What follows belongs to an exercise in optimizing a design on an open flow for a short achievable clock period and few clock cycles per item; a production flow would make more cautious choices. In this exercise RTL edits were held to simulation tests only and were not proved equivalent to the original. No activity file was given, so power comes from the tool's default toggle rates.

## lru_recency_table_unit
module lru_recency_table_unit #(
  parameter int unsigned ENTRIES  = 16,
  parameter int unsigned KEY_BITS = 32
) (
  input  wire logic                       clk_i,
  input  wire logic                       rst_ni,
  input  wire logic                       in_valid_i,
  output logic                            in_ready_o,
  input  wire logic [lrt_pkg::KIND_W-1:0] kind_i,
  input  wire logic [lrt_pkg::KEY_W-1:0]  key_i,
  output logic                            out_valid_o,
  input  wire logic                       out_ready_i,
  output logic                            hit_o,
  output logic [lrt_pkg::SLOT_W-1:0]      slot_o,
  output logic                            released_o,
  output logic [lrt_pkg::KEY_W-1:0]       released_key_o
);
==> flow/config.mk <==
export PLATFORM = sky130hd
export DESIGN_NAME = lru_recency_table_unit
export DESIGN_NICKNAME = lru_recency_table_unit
export VERILOG_FILES = /design/flow/design.v
export SDC_FILE = /design/flow/constraint.sdc
export NUM_CORES = 4
export LEC_CHECK = 0
export ABC_CLOCK_PERIOD_IN_PS = 2500
export CAP_MARGIN = 20
export CORE_MARGIN = 2
export CORE_UTILIZATION = 60
export CTS_CLUSTER_DIAMETER = 80
export CTS_CLUSTER_SIZE = 20
export SETUP_SLACK_MARGIN = 4.3
export SLEW_MARGIN = 20
export TNS_END_PERCENT = 100
==> flow/constraint.sdc <==
create_clock -name core_clock -period 6.5 [get_ports {clk_i}]
set_input_delay 1.3000 -clock core_clock [delete_from_list [all_inputs] [get_ports {clk_i}]]
set_output_delay 1.3000 -clock core_clock [all_outputs]
set_load 0.01 [all_outputs]
run.sh (not shown) runs the stock make flow with config.mk's settings and CLKGATE_MAP_FILE= SYNTH_SCRIPT=/design/flow/synth_recipe.tcl, a recipe that flattens the netlist after the stock synthesis.
The starting point completed with no timing, DRC or antenna violations.
Testbench counts at the start, summed over its fixed seeds: cycles 12,048, items 12,000.
Then changed:
--- a/flow/design.v
+++ b/flow/design.v
@@ -64,41 +64,45 @@
   localparam int unsigned KW = lrt_pkg::KEY_W;
   localparam int unsigned NP = N * (N - 1) / 2;
   localparam int unsigned D  = lrt_pkg::QDEPTH;
   localparam int unsigned CW = $clog2(D + 1);
   localparam int unsigned RW = 1 + lrt_pkg::SLOT_W + 1 + KW;
   function automatic integer pidx(input integer i, input integer j);
     pidx = i * N - (i * (i + 1)) / 2 + (j - i - 1);
   endfunction
   logic [CW-1:0] cnt_q, cnt_d;
   logic          busy_q;
+  logic          ready_q;
   logic          in_xfer;
   logic          pop;
   logic          hv_q;
-  assign in_ready_o = !busy_q;
+  logic          ov_q;
+  assign in_ready_o = ready_q;
   assign in_xfer    = in_valid_i && !busy_q;
   assign pop        = hv_q && out_ready_i;
   always_comb begin
     cnt_d = cnt_q;
     if (in_xfer && !pop) begin
       cnt_d = cnt_q + CW'(1);
     end else if (!in_xfer && pop) begin
       cnt_d = cnt_q - CW'(1);
     end
   end
   always_ff @(posedge clk_i or negedge rst_ni) begin
     if (!rst_ni) begin
       cnt_q  <= '0;
-      busy_q <= 1'b0;
+      busy_q  <= 1'b1;
+      ready_q <= 1'b0;
     end else begin
       cnt_q  <= cnt_d;
-      busy_q <= (cnt_d >= CW'(D));
+      busy_q  <= (cnt_d >= CW'(D));
+      ready_q <= (cnt_d < CW'(D));
     end
   end
   logic [N-1:0]        used_q, used_d;
   logic [NP-1:0]       old_q, old_d;    
   logic [N-1:0]        top_q, top_d;    
   logic [N-2:0][IW-1:0] stk_q;           
   logic [N-2:0][IW-1:0] stk_d;
   logic [IW:0]         nused_q, nused_d;  
   localparam int unsigned GW = 16;
   localparam int unsigned NG = KW / GW;
@@ -420,38 +424,38 @@
       mem_rd = mem_rd | (mem_q[i] & {RW{rd_q[i]}});
     end
   end
   assign nq_any   = (nq_q != '0);
   assign head_ld  = pop || !hv_q;
   assign head_new = nq_any ? mem_rd : res_c;
   assign take     = head_ld && (nq_any || vc_q);
   always_ff @(posedge clk_i or negedge rst_ni) begin
     if (!rst_ni) begin
       hv_q <= 1'b0;
+      ov_q <= 1'b0;
       wr_q <= DM'(1);
       rd_q <= DM'(1);
       nq_q <= '0;
     end else begin
-      if (head_ld) begin
-        hv_q <= nq_any || vc_q;
-      end
+      hv_q <= head_ld ? (nq_any || vc_q) : ov_q;
+      ov_q <= head_ld ? (nq_any || vc_q) : hv_q;
       if (vc_q) begin
         wr_q <= {wr_q[DM-2:0], wr_q[DM-1]};
       end
       if (take) begin
         rd_q <= {rd_q[DM-2:0], rd_q[DM-1]};
       end
       if (vc_q && !take) begin
         nq_q <= nq_q + CW'(1);
       end else if (!vc_q && take) begin
         nq_q <= nq_q - CW'(1);
       end
     end
   end
   always_ff @(posedge clk_i) begin
     head_q   <= head_ld ? head_new : head_b_q;
     head_b_q <= head_ld ? head_new : head_q;
   end
-  assign out_valid_o = hv_q;
+  assign out_valid_o = ov_q;
   assign {hit_o, slot_o, released_o, released_key_o} = head_q;
 endmodule
 `default_nettype wire
Result:
- The changed run finished with timing, DRC and antenna clean
- clock skew is lower by 0.014 ns
- wire length came out higher by 2.2%
- final area grows by 2.2%
- combinational power climbs by about 5%
- via count increases by 0.94%
- sequential power is about the same
- synthesized cell count is unchanged
Testbench counts after the change, summed over its fixed seeds: cycles 12,048, items 12,000.

## separate check: timing with driven ports
The flow's constraints put no driver on any port. The routed layouts listed below were extracted and timed again, unchanged, in two steps.
Step 1 assumes that a clkbuf_16 drives the clock port and a buf_2 every other input.
Step 2 adds t to the input delays and takes it off the output delays; t is the mean of the earliest and latest rising clock arrival at the registers after step 1. Input paths then give back, and output paths get back, about the clock's delay inside the block.
Slacks: ideal / step 1 / step 2; pairs: ideal / step 1.
| run | t, ns | setup WS [ns] | worst setup path at the end |
|---|---|---|---|
| the first run | 0.751 | 3.944 / 3.868 / 3.480 | input to register |
| the second run | 0.746 | 3.882 / 3.882 / 3.471 | input to register |
After both steps every run listed still meets setup and hold. The setup slack of the first run, which loses most, moves by -0.076 ns with the drivers and by -0.464 ns with both steps.
